This is an optimization exercise on Yosys and OpenROAD, whose aim is a short achievable clock period and few clock cycles, not a production implementation.
Function was checked by simulation only, so behaviour that the tests miss may differ from the original.

==> flow/run.sh <==
#!/bin/bash
# synth_recipe.tcl (not shown) runs the flow's synth.tcl, then flattens the netlist and writes it again
# the make line also repeats each setting of config.mk as NAME=value (left out here)
make -C /OpenROAD-flow-scripts/flow DESIGN_CONFIG=/design/flow/config.mk WORK_HOME=/design/flow/orfs CLKGATE_MAP_FILE= SYNTH_SCRIPT=/design/flow/synth_recipe.tcl finish
==> flow/config.mk <==
export PLATFORM = sky130hd
export DESIGN_NAME = e_mdu
export DESIGN_NICKNAME = e_mdu
export VERILOG_FILES = /design/flow/design.v
export SDC_FILE = /design/flow/constraint.sdc
export NUM_CORES = 4
export LEC_CHECK = 0
export CAP_MARGIN = 20
export CORE_MARGIN = 2
export CORE_UTILIZATION = 40
export SLEW_MARGIN = 20
==> flow/constraint.sdc <==
create_clock -name core_clock -period 72.0 [get_ports {clk}]
set_input_delay 14.4000 -clock core_clock [delete_from_list [all_inputs] [get_ports {clk}]]
set_output_delay 14.4000 -clock core_clock [all_outputs]
set_load 0.01 [all_outputs]
==> flow/design.v <==
package e_mdu_pkg;
  localparam int unsigned CNT_W = 4;
  localparam logic [2:0] MD_NONE  = 3'd0;
  localparam logic [2:0] MD_MULT  = 3'd1;
  localparam logic [2:0] MD_MULTU = 3'd2;
  localparam logic [2:0] MD_DIV   = 3'd3;
  localparam logic [2:0] MD_DIVU  = 3'd4;
  localparam logic [2:0] MD_MADD  = 3'd5;
  localparam logic [2:0] MD_MADDU = 3'd6;
  localparam logic [2:0] MD_MSUB  = 3'd7;
endpackage
import e_mdu_pkg::*;
module e_mdu_core
(
  input  logic [31:0] a_i,
  input  logic [31:0] b_i,
  input  logic [2:0]  op_i,
  input  logic [31:0] hi_i,
  input  logic [31:0] lo_i,
  output logic [31:0] res_hi_o,
  output logic [31:0] res_lo_o,
  output logic        res_valid_o
);
  logic        signed_op;
  logic [63:0] prod;
  logic [31:0] a_mag, b_mag, b_div, q_mag, r_mag, quot, rem;
  always_comb begin
    signed_op = 1'b0;
    case (op_i)
      MD_MULT, MD_DIV: signed_op = 1'b1;
      default:         signed_op = 1'b0;
    endcase
  end
  assign prod = {{32{signed_op & a_i[31]}}, a_i} * {{32{signed_op & b_i[31]}}, b_i};
  assign a_mag = (signed_op && a_i[31]) ? -a_i : a_i;
  assign b_mag = (signed_op && b_i[31]) ? -b_i : b_i;
  assign b_div = (b_mag == '0) ? 32'd1 : b_mag;
  assign q_mag = a_mag / b_div;
  assign r_mag = a_mag % b_div;
  assign quot  = (signed_op && (a_i[31] ^ b_i[31])) ? -q_mag : q_mag;
  assign rem   = (signed_op && a_i[31]) ? -r_mag : r_mag;
  always_comb begin
    res_hi_o    = hi_i;
    res_lo_o    = lo_i;
    res_valid_o = 1'b1;
    case (op_i)
      MD_MULT, MD_MULTU: {res_hi_o, res_lo_o} = prod;
      MD_DIV, MD_DIVU: begin
        if (b_i == '0) begin
          res_valid_o = 1'b0;
        end else begin
          res_hi_o = rem;
          res_lo_o = quot;
        end
      end
      default: res_valid_o = 1'b0;
    endcase
  end
endmodule
import e_mdu_pkg::*;
module e_mdu
#(
  parameter int unsigned MULT_CYCLES = 1,
  parameter int unsigned DIV_CYCLES  = 1
) (
  input  logic        clk,
  input  logic        reset,
  input  logic        start,
  input  logic [2:0]  md_op,
  input  logic [31:0] rs_val,
  input  logic [31:0] rt_val,
  input  logic        mthi,
  input  logic        mtlo,
  input  logic        rd_hi,
  output logic        busy,
  output logic [31:0] hi,
  output logic [31:0] lo,
  output logic [31:0] md_out
);
  function automatic logic md_op_valid(input logic [2:0] op);
    md_op_valid = ((op == MD_MULT) || (op == MD_MULTU) || (op == MD_DIV) || (op == MD_DIVU));
  endfunction
  function automatic logic md_op_is_div(input logic [2:0] op);
    md_op_is_div = ((op == MD_DIV) || (op == MD_DIVU));
  endfunction
  logic [CNT_W-1:0] cnt_q, cnt_d;
  logic             busy_q, busy_d;
  logic [31:0]      hi_q, hi_d, lo_q, lo_d;
  logic [31:0]      a_q, a_d, b_q, b_d;
  logic [2:0]       op_q, op_d;
  logic [31:0]      res_hi, res_lo;
  logic             res_valid;
  logic [CNT_W-1:0] latency;
  assign latency = md_op_is_div(md_op) ? CNT_W'(DIV_CYCLES) : CNT_W'(MULT_CYCLES);
  e_mdu_core u_core (
    .a_i         (a_q),
    .b_i         (b_q),
    .op_i        (op_q),
    .hi_i        (hi_q),
    .lo_i        (lo_q),
    .res_hi_o    (res_hi),
    .res_lo_o    (res_lo),
    .res_valid_o (res_valid)
  );
  always_comb begin
    cnt_d  = cnt_q;
    busy_d = busy_q;
    hi_d   = hi_q;
    lo_d   = lo_q;
    a_d    = a_q;
    b_d    = b_q;
    op_d   = op_q;
    if (busy_q) begin
      cnt_d = cnt_q - CNT_W'(1);
      if (cnt_q == CNT_W'(1)) begin
        busy_d = 1'b0;
        if (res_valid) begin
          hi_d = res_hi;
          lo_d = res_lo;
        end
      end
    end else if (start && md_op_valid(md_op)) begin
      a_d    = rs_val;
      b_d    = rt_val;
      op_d   = md_op;
      cnt_d  = latency;
      busy_d = 1'b1;
    end else begin
      if (mthi) hi_d = rs_val;
      if (mtlo) lo_d = rs_val;
    end
  end
  always_ff @(posedge clk) begin
    if (reset) begin
      cnt_q  <= '0;
      busy_q <= 1'b0;
      hi_q   <= '0;
      lo_q   <= '0;
      a_q    <= '0;
      b_q    <= '0;
      op_q   <= MD_NONE;
    end else begin
      cnt_q  <= cnt_d;
      busy_q <= busy_d;
      hi_q   <= hi_d;
      lo_q   <= lo_d;
      a_q    <= a_d;
      b_q    <= b_d;
      op_q   <= op_d;
    end
  end
  assign busy   = busy_q;
  assign hi     = hi_q;
  assign lo     = lo_q;
  assign md_out = rd_hi ? hi_q : lo_q;
endmodule
==> run notes <==
[how the worst min path moves through the flow]
| stage | startpoint | to | slack [ps] | cells after the start |
|---|---|---|---|---|
| 2_1_floorplan | cnt_q[2] | cnt_q[2] | 450 | 2 |
| 3_3_place_gp | cnt_q[2] | cnt_q[2] | 470 | 2 |
| 3_5_place_dp | lo_q[20] | lo_q[20] | 470 | 2 |
| 4_1_cts | lo_q[20] | lo_q[20] | 490 | 2 |
| 5_1_grt | lo_q[8] | lo_q[8] | 510 | 2 |
| 6_report | hi_q[9] | hi_q[9] | 490 | 2 |
[area by class of cell]
cell class	count	area share (%)
antenna	10	0.0244
clock buffer	17	0.415
clock inverter	15	0.176
inverter	1281	4.70
multi-input combinational	8365	70.3
sequential	136	2.72
tap	2624	3.21
timing repair buffer	2426	18.5
[state kept, by name, summed over array words and instances (netlist names)]
register	flops
a_q	32
op_q	3
lo_q	32
cnt_q	4
b_q	32
hi_q	32
busy_q	1
[worst max-delay path: cells and delay by family (launching register included)]
| family | cells | cell delay [ps] |
|---|---|---|
| buf+inv | 58 | 8940 |
| xor+xnor | 2 | 320 |
| flops | 1 | 390 |
| fa+ha+maj | 31 | 8860 |
| simple gates | 108 | 21830 |
| mux | 1 | 290 |
| compound gates | 156 | 29100 |
[cell families (layout without fill, tap and decap cells)]
kind of cell / count (synthesis) / in the layout / synth area share, %
other: 0 / 10 / 0
adders and majority gates: 1875 / 1875 / 40.7
and+or+nand+nor: 3645 / 3647 / 21.5
buffers and inverters: 1782 / 3739 / 8.61
DFF: 136 / 136 / 3.47
muxes: 101 / 101 / 1.40
xor gates and xnor gates: 569 / 569 / 6.35
AOI/OAI and AO/OA: 2173 / 2173 / 18.1
[stage by stage]
step                      TNS, ps  utilization (%)
after detailed placement  -292820             50.4
after global placement    -235900             50.4
after global routing       -24580             52.5
final                           0             52.5
after floorplan                 0                -
after CTS                       0             51.1
[synthesized netlist by cell type, drive strengths merged (180+ instances only)]
cell type | number | area share (%)
a21o | 180 | 1.7
o21ai | 374 | 2.4
ha | 749 | 12
nand2 | 1599 | 7.7
a21oi | 675 | 4.3
inv | 1280 | 6.1
xnor2 | 361 | 4.0
nor3 | 211 | 1.4
nand3 | 190 | 1.2
fa | 1126 | 29
and2 | 288 | 2.3
xor2 | 208 | 2.3
nor2 | 757 | 3.6
clkbuf | 340 | 1.6
[metal layers]
metal / part of all wire [%] / wire [um]
met1: 38 / 149000
met3: 8.6 / 34000
met5: 0.012 / 48
met4: 9.2 / 36100
met2: 44 / 175000
[what timing repair did]
item | in CTS | in global routing
gates resized for setup | 112 | 482
buffers inserted | 19 | 84
pin swaps | 16 | 176
setup endpoints to repair | 64 | 64
hold endpoints to repair | 0 | 0
gates cloned | 1 | 4
==> flow_metrics.env <==
export IMPL_outcome="timing/DRC/antenna clean"
export IMPL_vias=87000
export IMPL_grt_overflow=0
export IMPL_ys_types=112
export IMPL_slowest_stage="or4_4"
export IMPL_placed_cell_area_sq_um=98400
export IMPL_h_tree_depth=4
export IMPL_critPathMostFrequentCell="buf_4"
export IMPL_r2r_start="b_q[4]"
export IMPL_final_cells=14900
export IMPL_layout_commonest_cell="buf_4"
export IMPL_antenna_found_initial=22
export IMPL_setup_slack_ps=1920
export IMPL_drtIter0Drc=8228
export IMPL_dp_hpwl_mm=319
export IMPL_row_count=162
export IMPL_path_clk_slew_ps=80
export IMPL_cts_buffer_depth=2
export IMPL_hold_viol_final=0
export IMPL_cts_sinks=136
export IMPL_setup_viol=0
export IMPL_async_flop_share_pct=0
export IMPL_grt_use_total_pct=38.9
export IMPL_drtAntennaViolNets=0
export IMPL_core_sq_um=195000
export IMPL_io_pins=170
export IMPL_fin_hold_ws_ps=487
export IMPL_cp_endpoint="hi_q[17]"
export IMPL_rrSetupSlack_ps=1920
export IMPL_ff_latch_area_sq_um=2790
export IMPL_post_drt_via_cell_ratio=5.85
export IMPL_dp_slack_ps=-5250
export IMPL_synth_nets=12200
export IMPL_maxSlewHeadroom_pct=22.8
export IMPL_ys_ff_latch=136
export IMPL_die_area_sq_um=200000
export IMPL_gp_congestion=1.09
export IMPL_grt_pass1_wl_mm=575
export IMPL_root_buffer="clkbuf_16"
export IMPL_synth_main_ff_cell="dfxtp_1"
export IMPL_met3_usage_pct=6.82
export IMPL_syn_avg_cell_area_sq_um=7.63
export IMPL_skew_ps=17.2
export IMPL_cp_end_kind="flip-flop"
export IMPL_area_growth_pct=30.5
export IMPL_grt_max_degree=76
export IMPL_synthCells=10300
export IMPL_critPathLaunchType="flip-flop"
export IMPL_syn_area_sq_um=78500
export IMPL_drc_errors=0
export IMPL_grt_use_met1_pct=47.5
export IMPL_wl_per_cell_um=26.5
export IMPL_maxCapViolations=0
export IMPL_grt_pass1_vias=87900
export IMPL_synth_seq_area_share_pct=3.47
export IMPL_design_area_sq_um=102000
export IMPL_synth_warning_count=2
export IMPL_crit_fanout=22
export IMPL_critPathArrivalTime_ps=70480
export IMPL_grt_busiest_layer="met2"
export IMPL_multi_input_area_sq_um=72000
export IMPL_nets=14200
export IMPL_cts_tree="yes"
export IMPL_fill_cells=19000
export IMPL_met2_usage_pct=61.4
export IMPL_period_needed_ps=70080
export IMPL_port_buffers=169
export IMPL_rr_endpoint="hi_q[17]"
export IMPL_synth_edf_count=0
export IMPL_max_freq_mhz=14.3
export IMPL_cpPeakStageDelay_ps=620
export IMPL_fin_crit_sh_pct=97.3
export IMPL_dp_cells=14700
export IMPL_hold_path_class="flip-flop to flip-flop"
export IMPL_final_cell_mix="buf_4 (2,220), nand2_1 (1,578), inv_1 (1,268)"
export IMPL_die_y_um=447
export IMPL_wl_mm=394
export IMPL_worstSetupStartpoint="b_q[4]"
export IMPL_cp_required_ps=72400
export IMPL_report_final_slew_viol_count=0
export IMPL_dr_pass1_iters=6
export IMPL_initial_core_util_pct=40.3
export IMPL_clk_insertion_delay_late_ps=500
export IMPL_cts_buffers=17
export IMPL_layout_drive_gt1_share_pct=24.8
export IMPL_path_class="flip-flop to flip-flop"
export IMPL_rr_worst_depth=356
export IMPL_worst_pin_slew_ps=1150
export IMPL_die_x_um=447
export IMPL_cts_hold_fix_buffers=0
Testbench counts, summed over its fixed seeds: cycles 6,400.

-- afterwards: timing with drivers on the ports --
In the flow no input, the clock included, has a driving cell. The finished layout below was timed again as built, in two steps.
Step 1: set_driving_cell puts a clkbuf_16 on clk and a buf_2 on each other input, an assumption about the parent block.
Step 2 moves the port delays by t, midway between the first and last clock arrival at a register: inputs arrive t later, outputs are due t later. That takes back most of the time a late clock gives input paths.
Three values: ideal ports, drivers, drivers and shift; two values: the first two.
t (ns): 0.572
setup WS [ns]: 1.919 / 1.919 / 1.919
worst register clock-pin slew, ns: 0.09 / 0.09
worst data-port slew with drivers (ns): 0.10
cell pins on the clock port's net: 1
After both steps setup and hold are still met in this run. The setup slack of this run moves by 0.000 ns with the drivers and by 0.000 ns with both steps.
